This is an optimization exercise on Yosys and OpenROAD, whose aim is small area, not a production implementation. Function was not checked in any run shown here: the RTL went through the layout flow alone. Power and IR drop assume default switching activity.

## flow/design.v (module list and top-level ports; edited modules follow where they fit)
// module secure_xfer_engine: 1935 lines
module secure_xfer_engine (
    input  logic        clk,
    input  logic        rst,
    input  logic        wr_valid,
    input  logic [15:0] wr_key,
    input  logic [9:0]  wr_addr,
    input  logic [31:0] wr_data,
    output logic        wr_ready,
    output logic        mem_valid,
    output logic [31:0] mem_data,
    input  logic        mem_ready,
    input  logic        rd_valid,
    input  logic [15:0] rd_key,
    input  logic [9:0]  rd_addr,
    input  logic [31:0] rd_data,
    output logic        rd_ready,
    output logic        reg_valid,
    output logic [31:0] reg_data,
    input  logic        reg_ready,
    output logic        locked,
    output logic [1:0]  key_err,
    output logic [15:0] acc_cnt,
    output logic [15:0] rej_cnt
);
  // ...
==> flow/flow/run.sh <==
#!/bin/bash
# Standard layout, except: Yosys synth runs without its early "abc -fast"
# (so the full-adder extraction sees the logic as written), and the port
# buffers use the smallest buffer cell.
set -euo pipefail
export SYNTH_ARGS="-noabc"
export BUFFER_PORTS_ARGS="-buffer_cell sky130_fd_sc_hd__buf_1"
bash standard.sh finish > standard_finish.log 2>&1
==> flow/standard.sh <==
#!/bin/bash
# synth_recipe.tcl (not shown) runs the flow's synth.tcl, then flattens the netlist and writes it again
# the make line also repeats each setting of config.mk as NAME=value (left out here)
make -C /OpenROAD-flow-scripts/flow DESIGN_CONFIG=/design/flow/config.mk WORK_HOME=/design/flow/orfs CLKGATE_MAP_FILE= SYNTH_SCRIPT=/design/flow/synth_recipe.tcl "${@:-finish}"
==> flow/config.mk <==
export PLATFORM = sky130hd
export DESIGN_NAME = secure_xfer_engine
export DESIGN_NICKNAME = secure_xfer_engine
export VERILOG_FILES = /design/flow/design.v
export SDC_FILE = /design/flow/constraint.sdc
export NUM_CORES = 4
export LEC_CHECK = 0
export ABC_AREA = 1
export CAP_MARGIN = 20
export CORE_MARGIN = 2
export CORE_UTILIZATION = 85
export PLACE_DENSITY = 0.92
export SLEW_MARGIN = 20
==> flow/constraint.sdc <==
create_clock -name core_clock -period 30.0 [get_ports {clk}]
set_input_delay 6.0000 -clock core_clock [delete_from_list [all_inputs] [get_ports {clk}]]
set_output_delay 6.0000 -clock core_clock [all_outputs]
set_load 0.01 [all_outputs]
==> summary.txt, run 1 <==
----------------------------------------------------
[Timing]
  Final Skew ... 0.00947 ns
  Peak Freq ... around 46 MHz

[Synthesis]
  Number of flops mapped to enable cells by yosys ... 0
  Synth Flop Type ... sky130_fd_sc_hd__dfrtp_1
  Number of flip-flops and latches in the synthesized netlist ... 106
  Post-synthesis average cell area ... 9.09 sq um
  Share of Yosys cell area claimed by the top area cell type ... 43.8%
  Portion of the post-synthesis area used by sequential elements ... 13.8%

[Worst hold path]
  Kind of path behind the tightest hold check ... reg2reg
  Worst hold path stage count ... 1

[Final layout]
  Final cell utilization of the core ... around nine tenths
  Total Nets Final ... 2,920
  Largest contributor to cell area by class ... multi-input gates
  Diodes inserted ... 0

[Clock tree]
  Count of cells resized by post-cts repair ... 0
  Insertion delay of the later-clocked pin in the worst-skew pair ... around 0.36 ns
  Clk pin slew, worst setup/hold paths ... 0.08 ns
  Root Buffer ... sky130_fd_sc_hd__clkbuf_16
  Post-CTS setup-driven buffer insertion count ... 0

[Critical path]
  Worst reg2reg path startpoint ... locked
  Max incr delay on CP ... slightly below 1 ns
  Path type of the worst setup path ... reg2out
  Nature of the critical path endpoint ... output port

[Drt]
  Via count of the routed design ... 16,900
  DR WL/cell ... roughly 22 um
  Detailed Route Iter0 Violations ... 2,035
  Met2 layer wire length in the routed design ... 26,800 um

[Floorplanning]
  Starting density of the core ... 85.9%
  Die height ... 155 um

[Place]
  Post-detailed-placement half-perimeter wirelength ... 42,100 um
  IO buf count ... 224

[Global route]
  First-pass GRT wire length ... 89,500 um

[Power]
  Switching power ... 1350 uW
  Clock distribution power ... 120 uW

[Outcome]
  Status ... timing/DRC/antenna clean

----------------------------------------------------
==> inputs of run 2 (changes only) <==
--- a/flow/config.mk
+++ b/flow/config.mk
@@ -8,6 +8,6 @@
 export ABC_AREA = 1
 export CAP_MARGIN = 20
 export CORE_MARGIN = 2
-export CORE_UTILIZATION = 85
-export PLACE_DENSITY = 0.92
+export CORE_UTILIZATION = 70
+export PLACE_DENSITY = 0.8
 export SLEW_MARGIN = 20
==> summary.txt, run 2 <==
----------------------------------------------------
[Outcome]
  Status ... timing/DRC/antenna clean (unchanged)

[Floorplanning]
  Die Area ... 0.0289 sq mm (was 0.0239 sq mm)
  Std cell rows ... 60 (was 55)
  Die height ... 170 um (was 155 um)
  Width of the chip ... 170 um (was 155 um)
  Placeable Area ... 0.0270 sq mm (was 0.0224 sq mm)
  Starting density of the core ... 71.3% (was 85.9%)
  Top Ports ... 225 (unchanged)

[Drt]
  Via density ... 6.02 (was 6.66)
  Number of optimization iterations in the first detailed-route pass ... 8 (unchanged)
  DR WL/cell ... 19.1 um (was 22.2 um)
  Remaining antenna violation count after routing ... 0 (unchanged)
  Post-detailed-route DRC marker count ... 0 (unchanged)
  Via count of the routed design ... 15,600 (was 16,900)
  Total wire length ... 49,400 um (was 56,300 um)
  Detailed Route Iter0 Violations ... 1,397 (was 2,035)

[Timing]
  Worst setup slack after layout ... 8.41 ns (was 8.15 ns)
  Headroom to the max-slew limit ... 28.1% (was 27.9%)
  Unrepaired setup endpoints after global routing ... false (unchanged)
  Endpoints failing hold ... 0 (unchanged)
  Final setup vio count ... 0 (unchanged)
  Sum Neg Setup Slack ... 0 ns (unchanged)
  Peak Freq ... 46.3 MHz (was 45.8 MHz)
  Measured slew at the worst slew-check pin ... 1.08 ns (about the same)
  Fin crit share ... 72.0% (was 72.8%)
  Final Slew Violations ... 0 (unchanged)
  Minimum clock period ... 21.59 ns (was 21.85 ns)
  Final Skew ... 0.0150 ns (was 0.00947 ns)

[Run]
  Number of maximum-capacitance constraint violations ... 0 (unchanged)

[Final layout]
  Most common cell after layout, fill and taps aside ... sky130_fd_sc_hd__nor2_1 (unchanged)
  Share of cells above drive strength 1 ... 3.56% (was 3.43%)
  Highest-count cells in the layout ignoring fill and taps ... sky130_fd_sc_hd__nor2_1 (514), sky130_fd_sc_hd__fa_1 (422), sky130_fd_sc_hd__nand2_1 (239) (unchanged)
  Filler cells ... 1,947 (was 965)
  Post-route cell area ... 0.0205 sq mm (was 0.0204 sq mm)
  Count of non-filler cells in the finished layout ... 2,592 (was 2,532)
  Total Nets Final ... 2,923 (was 2,920)
  Largest regs ... mem_data: 32 flops, rd_st: 32 flops (unchanged)
  Area Overhead vs Synth ... 6.43% (was 5.80%)

[Clock tree]
  Total number of H-tree levels ... 3 (unchanged)
  Count of cells resized by post-cts repair ... 0 (unchanged)
  Root Buffer ... sky130_fd_sc_hd__clkbuf_16 (unchanged)
  Total of hold buffers inserted after clock tree synthesis ... 0 (unchanged)
  Clk pin slew, worst setup/hold paths ... 0.09 ns (was 0.08 ns)
  Number of CTS-inserted buffers ... 9 (unchanged)
  Post-CTS setup-driven buffer insertion count ... 0 (unchanged)
  Buffers from clock root to sink, at most ... 2 (unchanged)
  Sinks on the clock net ... 106 (unchanged)
  CTS tree ... yes (unchanged)
  Insertion delay of the later-clocked pin in the worst-skew pair ... 0.36 ns (about the same)

[Synthesis]
  Multiplexer share of the synthesized area ... 0% (unchanged)
  Portion of the post-synthesis area used by sequential elements ... 13.8% (unchanged)
  Fraction of the mapped netlist area in adder cells ... 52.5% (unchanged)
  Post-Synthesis Cell Area ... 0.0193 sq mm (unchanged)
  Yosys warning total ... 1 (unchanged)
  Cells after Synth ... 2,120 (unchanged)
  Post-synthesis cell type with the largest combined area ... sky130_fd_sc_hd__fa_1 (unchanged)
  Share of Yosys cell area claimed by the top area cell type ... 43.8% (unchanged)
  Top cells by count, synth ... sky130_fd_sc_hd__nor2_1 (515), sky130_fd_sc_hd__fa_1 (422), sky130_fd_sc_hd__nand2_1 (239) (unchanged)
  Synth Area in Compound Gates ... 5.15% (unchanged)
  Number of flops mapped to enable cells by yosys ... 0 (unchanged)
  Xor and xnor area share after synthesis ... 2.82% (unchanged)
  Number of nets in the synthesized netlist ... 2,798 (unchanged)
  Distinct cell type count after synthesis ... 41 (unchanged)
  Number of flip-flops and latches in the synthesized netlist ... 106 (unchanged)
  Largest family of logic cells by synthesized area ... adder cells (unchanged)
  Share of async-settable or async-resettable flops after synthesis ... 100% (unchanged)
  Dominant cells by area after synthesis ... sky130_fd_sc_hd__fa_1 (44%), sky130_fd_sc_hd__dfrtp_1 (14%), sky130_fd_sc_hd__nor2_1 (10%), sky130_fd_sc_hd__ha_1 (8.7%), sky130_fd_sc_hd__nand2_1 (4.7%) (unchanged)
  Post-Synth Simple-Gate Area ... 19.3% (unchanged)
  Synth Flop Type ... sky130_fd_sc_hd__dfrtp_1 (unchanged)
  Post-synthesis average cell area ... 9.09 sq um (unchanged)
  Top-count cell post-synth ... sky130_fd_sc_hd__nor2_1 (unchanged)

[Power]
  Standby leakage power ... 0.00948 uW (was 0.00945 uW)
  Cell Pwr Density ... 124 mW/mm^2 (was 127 mW/mm^2)
  Worst IR Drop VDD ... 0.302 mV (was 0.317 mV)

[Global route]
  Number of global-route vias before repair ... 16,200 (was 17,700)
  Maximum number of pins on one net before global-route repair ... 67 (was 63)
  Number of antenna violations at the first check in global routing ... 2 (was 1)
  Remaining Overflow, GRT ... 0 (unchanged)
  First-pass GRT wire length ... 80,500 um (was 89,500 um)
  Gr usage total ... 35.7% (was 48.7%)

[Critical path]
  Most numerous cell on the critical path ... sky130_fd_sc_hd__fa_1 (unchanged)
  Required time of the worst setup path ... 30.26 ns (was 24.00 ns)
  Max incr delay on CP ... 1.00 ns (was 0.97 ns)
  Arrival time at the worst endpoint ... 21.84 ns (was 15.85 ns)
  Crit path max-delay cell type ... sky130_fd_sc_hd__ha_1 (unchanged)
  Max FO, Critical Path ... 32 (was 33)
  Nature of the critical path endpoint ... register (was output port)
  Kind of start point of the critical path ... input port (was register)
  Path type of the worst setup path ... in2reg (was reg2out)

[Worst hold path]
  Kind of path behind the tightest hold check ... reg2reg (unchanged)

[Place]
  Total placed instance area ... 0.0202 sq mm (was 0.0201 sq mm)
  Post-detailed-placement half-perimeter wirelength ... 38,100 um (was 42,100 um)
  Total placed cells including tap cells ... 2,575 (was 2,516)
  Gpl congestion ... 0.934 (was 1.00)
  Pre-CTS WS ... 8.04 ns (was 7.91 ns)
  IO buf count ... 224 (unchanged)

----------------------------------------------------
run 2: cell counts after synthesis:
No cell type changed its count.
run 2: layout make-up:
cell class | count | area (sq um) | area share, %
inverters | 198 | 746 | 3.64
flip-flops and latches | 106 | 2650 | 12.9
diodes | 1 | 2.50 | 0.0122
well taps | 341 | 427 | 2.08
clock buffers | 9 | 225 | 1.10
multi-input cells | 1689 | 15400 | 75.1
repair buffers | 241 | 968 | 4.72
clock inverters | 7 | 96.3 | 0.470
run 2: report_power, final:
part / leakage [uW] / switching [uW] / internal, uW
clock network: 0.000156 / 64.4 / 61.2
registers: 0.00130 / 7.51 / 152
logic: 0.00802 / 1230 / 1030
run 2: final timing paths:
| path | cells after the start | endpoint | slack [ns] | startpoint |
|---|---|---|---|---|
| max | 45 | mem_data[31] | 8.41 | wr_data[0] |
| min | 1 | mem_data[22] | 0.49 | mem_data[22] |
| max reg2reg | 23 | acc_cnt[0] | 23.85 | locked |
| min reg2reg | 1 | mem_data[22] | 0.49 | mem_data[22] |
| max in group asynchronous | 3 | rd_fl | 23.07 | rst |
| min in group asynchronous | 2 | acc_cnt[4] | 5.67 | rst |
run 2: cells by family (layout without fill, tap and decap cells):
| kind of cell | count (synthesis) | after routing |
|---|---|---|
| compound gates | 156 | 156 |
| xor+xnor | 62 | 62 |
| fa+ha+maj | 556 | 556 |
| buf+inv | 325 | 455 |
| flops | 106 | 106 |
| other cells | 0 | 1 |
| simple gates | 915 | 915 |
run 2: worst max-delay path: cells and delay by family:
family,cells,cell delay (ns)
adders and majority gates,32,13.87
and+or+nand+nor,3,0.35
xor gates and xnor gates,6,1.07
AOI/OAI and AO/OA,1,0.12
buffers and inverters,3,0.43
run 2: per-layer routing:
layer / part of all wire (%) / track usage [%] / vias up
li1: - / - / 6793
met2: 46 / 57.2 / 834
met3: 10 / 6.93 / 103
met5: 0.026 / 0 / -
met4: 2.5 / 9.74 / 2
met1: 41 / 50.9 / 7859
run 2: metrics by stage:
step | utilization (%) | total power (uW) | hold WS (ns)
final | 75.9 | 2550 | 0.491
after global routing | 75.9 | 2900 | 0.513
after CTS | 75.9 | 2560 | 0.496
after detailed placement | 74.7 | 2430 | 0.479
after global placement | 74.7 | 2360 | 0.471
after floorplan | - | 1950 | 0.452
==> inputs of run 3 (changes only) <==
==> flow/flow/run.sh (replaced) <==
#!/bin/bash
# Standard layout, except: Yosys synth runs without its early "abc -fast"
# (so the full-adder extraction sees the logic as written), the port
# buffers use the smallest buffer cell, and CTS adds no dummy loads.
set -euo pipefail
export SYNTH_ARGS="-noabc"
export BUFFER_PORTS_ARGS="-buffer_cell sky130_fd_sc_hd__buf_1"
export CTS_ARGS="-sink_clustering_enable -repair_clock_nets -dont_use_dummy_load"
bash standard.sh finish > standard_finish.log 2>&1
--- a/flow/config.mk
+++ b/flow/config.mk
@@ -8,6 +8,6 @@
 export ABC_AREA = 1
 export CAP_MARGIN = 20
 export CORE_MARGIN = 2
-export CORE_UTILIZATION = 70
-export PLACE_DENSITY = 0.8
+export CORE_UTILIZATION = 85
+export PLACE_DENSITY = 0.92
 export SLEW_MARGIN = 20
==> summary.txt, run 3 <==
----------------------------------------------------
[Place]
  Total placed cells including tap cells ... 2,516 (was 2,575)
  Post-detailed-placement half-perimeter wirelength ... 42,100 um (was 38,100 um)
  Gpl congestion ... 1.00 (was 0.934)
  Pre-CTS WS ... 7.91 ns (was 8.04 ns)
  IO buf count ... 224 (unchanged)

[Critical path]
  Kind of start point of the critical path ... input port (unchanged)
  Arrival time at the worst endpoint ... 22.11 ns (was 21.84 ns)
  Most numerous cell on the critical path ... sky130_fd_sc_hd__fa_1 (unchanged)
  Nature of the critical path endpoint ... register (unchanged)
  Reg2Reg Capture Point ... acc_cnt[1] (was acc_cnt[0])
  Depth of the most critical reg-to-reg path ... 23 (unchanged)
  Crit path max-delay cell type ... sky130_fd_sc_hd__ha_1 (unchanged)
  Max FO, Critical Path ... 32 (unchanged)
  Required time of the worst setup path ... 30.24 ns (was 30.26 ns)
  Max incr delay on CP ... 0.99 ns (was 1.00 ns)
  Critical path depth in cells ... 45 (unchanged)
  Worst reg2reg path startpoint ... locked (unchanged)
  Reg2Reg Setup Slack ... 23.78 ns (was 23.85 ns)
  Cell family contributing the most delay on the critical path ... adder cells (unchanged)
  Path type of the worst setup path ... in2reg (unchanged)
  Sum of buffers and inverters on the critical path ... 3 (unchanged)

[Final layout]
  Area Overhead vs Synth ... 5.43% (was 6.43%)
  Largest regs ... mem_data: 32 flops, rd_st: 32 flops (unchanged)
  Filler cells ... 978 (was 1,947)
  Share of cells above drive strength 1 ... 3.13% (was 3.56%)
  Total Nets Final ... 2,920 (was 2,923)
  Count of non-filler cells in the finished layout ... 2,525 (was 2,592)
  Most common cell after layout, fill and taps aside ... sky130_fd_sc_hd__nor2_1 (unchanged)
  Diodes inserted ... 0 (was 1)
  Highest-count cells in the layout ignoring fill and taps ... sky130_fd_sc_hd__nor2_1 (514), sky130_fd_sc_hd__fa_1 (422), sky130_fd_sc_hd__nand2_1 (239) (unchanged)

[Floorplanning]
  Std cell rows ... 55 (was 60)
  Die Area ... 0.0239 sq mm (was 0.0289 sq mm)
  Top Ports ... 225 (unchanged)
  Placeable Area ... 0.0224 sq mm (was 0.0270 sq mm)
  Starting density of the core ... 85.9% (was 71.3%)
  Die height ... 155 um (was 170 um)
  Width of the chip ... 155 um (was 170 um)

[Global route]
  Gr usage total ... 47.9% (was 35.7%)
  Number of global-route vias before repair ... 17,700 (was 16,200)
  Remaining Overflow, GRT ... 0 (unchanged)
  First-pass GRT wire length ... 88,200 um (was 80,500 um)
  Number of antenna violations at the first check in global routing ... 1 (was 2)
  Maximum number of pins on one net before global-route repair ... 63 (was 67)

[Clock tree]
  Count of cells resized by post-cts repair ... 0 (unchanged)
  Buffers from clock root to sink, at most ... 2 (unchanged)
  Sinks on the clock net ... 106 (unchanged)
  Insertion delay of the later-clocked pin in the worst-skew pair ... 0.36 ns (about the same)
  Number of CTS-inserted buffers ... 9 (unchanged)
  Post-CTS setup-driven buffer insertion count ... 0 (unchanged)
  CTS tree ... yes (unchanged)
  Root Buffer ... sky130_fd_sc_hd__clkbuf_16 (unchanged)
  Total of hold buffers inserted after clock tree synthesis ... 0 (unchanged)
  Total number of H-tree levels ... 3 (unchanged)
  Clk pin slew, worst setup/hold paths ... 0.07 ns (was 0.09 ns)

[Power]
  Switching power ... 1340 uW (was 1310 uW)
  Combinational cell fraction of total power ... 89.8% (was 88.8%)
  Cell internal power dissipation ... 1240 uW (was 1250 uW)
  Total power ... 2570 uW (was 2550 uW)
  Cell Pwr Density ... 127 mW/mm^2 (was 124 mW/mm^2)
  Standby leakage power ... 0.00942 uW (was 0.00948 uW)
  Net Sw Frac ... 51.9% (was 51.2%)
  Proportion of power drawn by the clock network ... 4.0% (was 4.9%)
  Worst IR Drop VDD ... 0.320 mV (was 0.302 mV)
  Register share of total power ... 6.2% (about the same)

[Worst hold path]
  Worst hold start ... mem_data[24] (was mem_data[22])
  Worst hold path stage count ... 1 (unchanged)
  Kind of path behind the tightest hold check ... reg2reg (unchanged)
  End point of the most critical hold path ... mem_data[24] (was mem_data[22])

[Timing]
  Endpoints failing hold ... 0 (unchanged)
  Sum Neg Setup Slack ... 0 ns (unchanged)
  Final setup vio count ... 0 (unchanged)
  Headroom to the max-slew limit ... 27.3% (was 28.1%)
  Final hold slack ... 0.489 ns (was 0.491 ns)
  Worst setup slack after layout ... 8.12 ns (was 8.41 ns)
  Final Slew Violations ... 0 (unchanged)
  Minimum clock period ... 21.88 ns (was 21.59 ns)
  Final Skew ... 0.0219 ns (was 0.0150 ns)
  Peak Freq ... 45.7 MHz (was 46.3 MHz)
  Unrepaired setup endpoints after global routing ... false (unchanged)
  Fin crit share ... 72.9% (was 72.0%)
  Measured slew at the worst slew-check pin ... 1.09 ns (was 1.08 ns)

[Synthesis]
  Cells after Synth ... 2,120 (unchanged)
  Portion of the post-synthesis area used by sequential elements ... 13.8% (unchanged)
  Distinct cell type count after synthesis ... 41 (unchanged)
  Number of flops mapped to enable cells by yosys ... 0 (unchanged)
  Synth Flop Type ... sky130_fd_sc_hd__dfrtp_1 (unchanged)
  Dominant cells by area after synthesis ... sky130_fd_sc_hd__fa_1 (44%), sky130_fd_sc_hd__dfrtp_1 (14%), sky130_fd_sc_hd__nor2_1 (10%), sky130_fd_sc_hd__ha_1 (8.7%), sky130_fd_sc_hd__nand2_1 (4.7%) (unchanged)
  Post-synthesis average cell area ... 9.09 sq um (unchanged)
  Post-Synthesis Cell Area ... 0.0193 sq mm (unchanged)
  Number of flip-flops and latches in the synthesized netlist ... 106 (unchanged)
  Post-synthesis cell type with the largest combined area ... sky130_fd_sc_hd__fa_1 (unchanged)
  Number of nets in the synthesized netlist ... 2,798 (unchanged)
  Share of Yosys cell area claimed by the top area cell type ... 43.8% (unchanged)
  Top-count cell post-synth ... sky130_fd_sc_hd__nor2_1 (unchanged)
  Top cells by count, synth ... sky130_fd_sc_hd__nor2_1 (515), sky130_fd_sc_hd__fa_1 (422), sky130_fd_sc_hd__nand2_1 (239) (unchanged)
  Share of async-settable or async-resettable flops after synthesis ... 100% (unchanged)
  Yosys warning total ... 1 (unchanged)

[Drt]
  Post-detailed-route DRC marker count ... 0 (unchanged)
  Number of optimization iterations in the first detailed-route pass ... 6 (was 8)
  Remaining antenna violation count after routing ... 0 (unchanged)
  DR WL/cell ... 21.8 um (was 19.1 um)
  Detailed Route Iter0 Violations ... 1,970 (was 1,397)
  Total wire length ... 55,100 um (was 49,400 um)
  Via count of the routed design ... 16,700 (was 15,600)
  Via density ... 6.62 (was 6.02)

[Outcome]
  Status ... timing/DRC/antenna clean (unchanged)

[Run]
  Number of maximum-capacitance constraint violations ... 0 (unchanged)

----------------------------------------------------
==> run 3: cells by family after synthesis <==
group	after synthesis	share of synthesized area (%)
AO/OA/AOI/OAI	156	5.15
XOR/XNOR	62	2.82
adder cells (fa/ha/maj)	556	52.5
buffers and inverters	325	6.40
flip-flops	106	13.8
AND/OR/NAND/NOR	915	19.3
==> run 3: metal layers <==
layer,vias to the layer above,track usage (%),part of all wire [%]
met5,-,0,0.020
met1,8134,60.6,34
met4,2,21.4,5.1
met3,337,13.5,13
li1,6787,-,-
met2,1464,78.5,48
==> run 3: how the worst max path moves through the flow <==
| stage | from | endpoint | slack, ns |
|---|---|---|---|
| 6_report | wr_data[0] | mem_data[31] | 8.12 |
| 5_1_grt | wr_data[0] | mem_data[31] | 7.62 |
| 4_1_cts | wr_data[0] | mem_data[31] | 8.27 |
| 3_3_place_gp | wr_data[0] | mem_data[31] | 8.37 |
| 2_1_floorplan | wr_data[0] | mem_data[31] | 9.33 |
| 3_5_place_dp | wr_data[0] | mem_data[31] | 7.91 |
==> run 3: power by group through the flow <==
| stage | clock [uW] | combinational, uW | sequential (uW) |
|---|---|---|---|
| global route | 106 | 2620 | 161 |
| global placement | 0 | 2140 | 161 |
| floorplan | 0 | 1790 | 162 |
| finish | 102 | 2310 | 160 |
| detailed placement | 0 | 2270 | 162 |
| CTS | 101 | 2280 | 160 |
==> run 3: stage by stage <==
| step | instance area (sq um) | util (%) |
|---|---|---|
| after global placement | 20100 | 89.6 |
| after CTS | 20300 | 90.6 |
| after detailed placement | 20100 | 89.6 |
| after floorplan | 19300 | - |
| after global routing | 20300 | 90.6 |
| final | 20300 | 90.6 |
==> run 3: final cells by class <==
class / instances / area [sq um] / share of cell area [%]
multi-input combinational: 1689 / 15400 / 75.8
sequential: 106 / 2650 / 13.1
timing repair buffer: 238 / 946 / 4.66
inverter: 198 / 746 / 3.67
tap: 285 / 357 / 1.75
clock buffer: 9 / 225 / 1.11

-- re-timing with driven ports --
In the flow no input, the clock included, has a driving cell. The finished layouts below were timed again as built, in two steps.
Step 1 sets driving cells, clkbuf_16 on the clock port and buf_2 on the other inputs (assumed; they add their load-dependent delay and slew).
Step 2 moves the port delays by t, midway between the first and last clock arrival at a register: inputs arrive t later, outputs are due t later. That takes back most of the time a late clock gives input paths.
Slacks: no drivers / after step 1 / after step 2; pairs: no drivers / after step 1.
| run | shift t [ns] | setup WS [ns] | worst setup path at the end |
|---|---|---|---|
| run 1 | 0.400 | 8.153 / 8.109 / 7.779 | input to register |
| run 2 | 0.402 | 8.414 / 8.435 / 8.033 | input to register |
| run 3 | 0.390 | 8.123 / 8.140 / 7.750 | input to register |
After both steps every run listed still meets setup and hold. The setup slack of run 2, which loses most, moves by +0.021 ns with the drivers and by -0.381 ns with both steps.
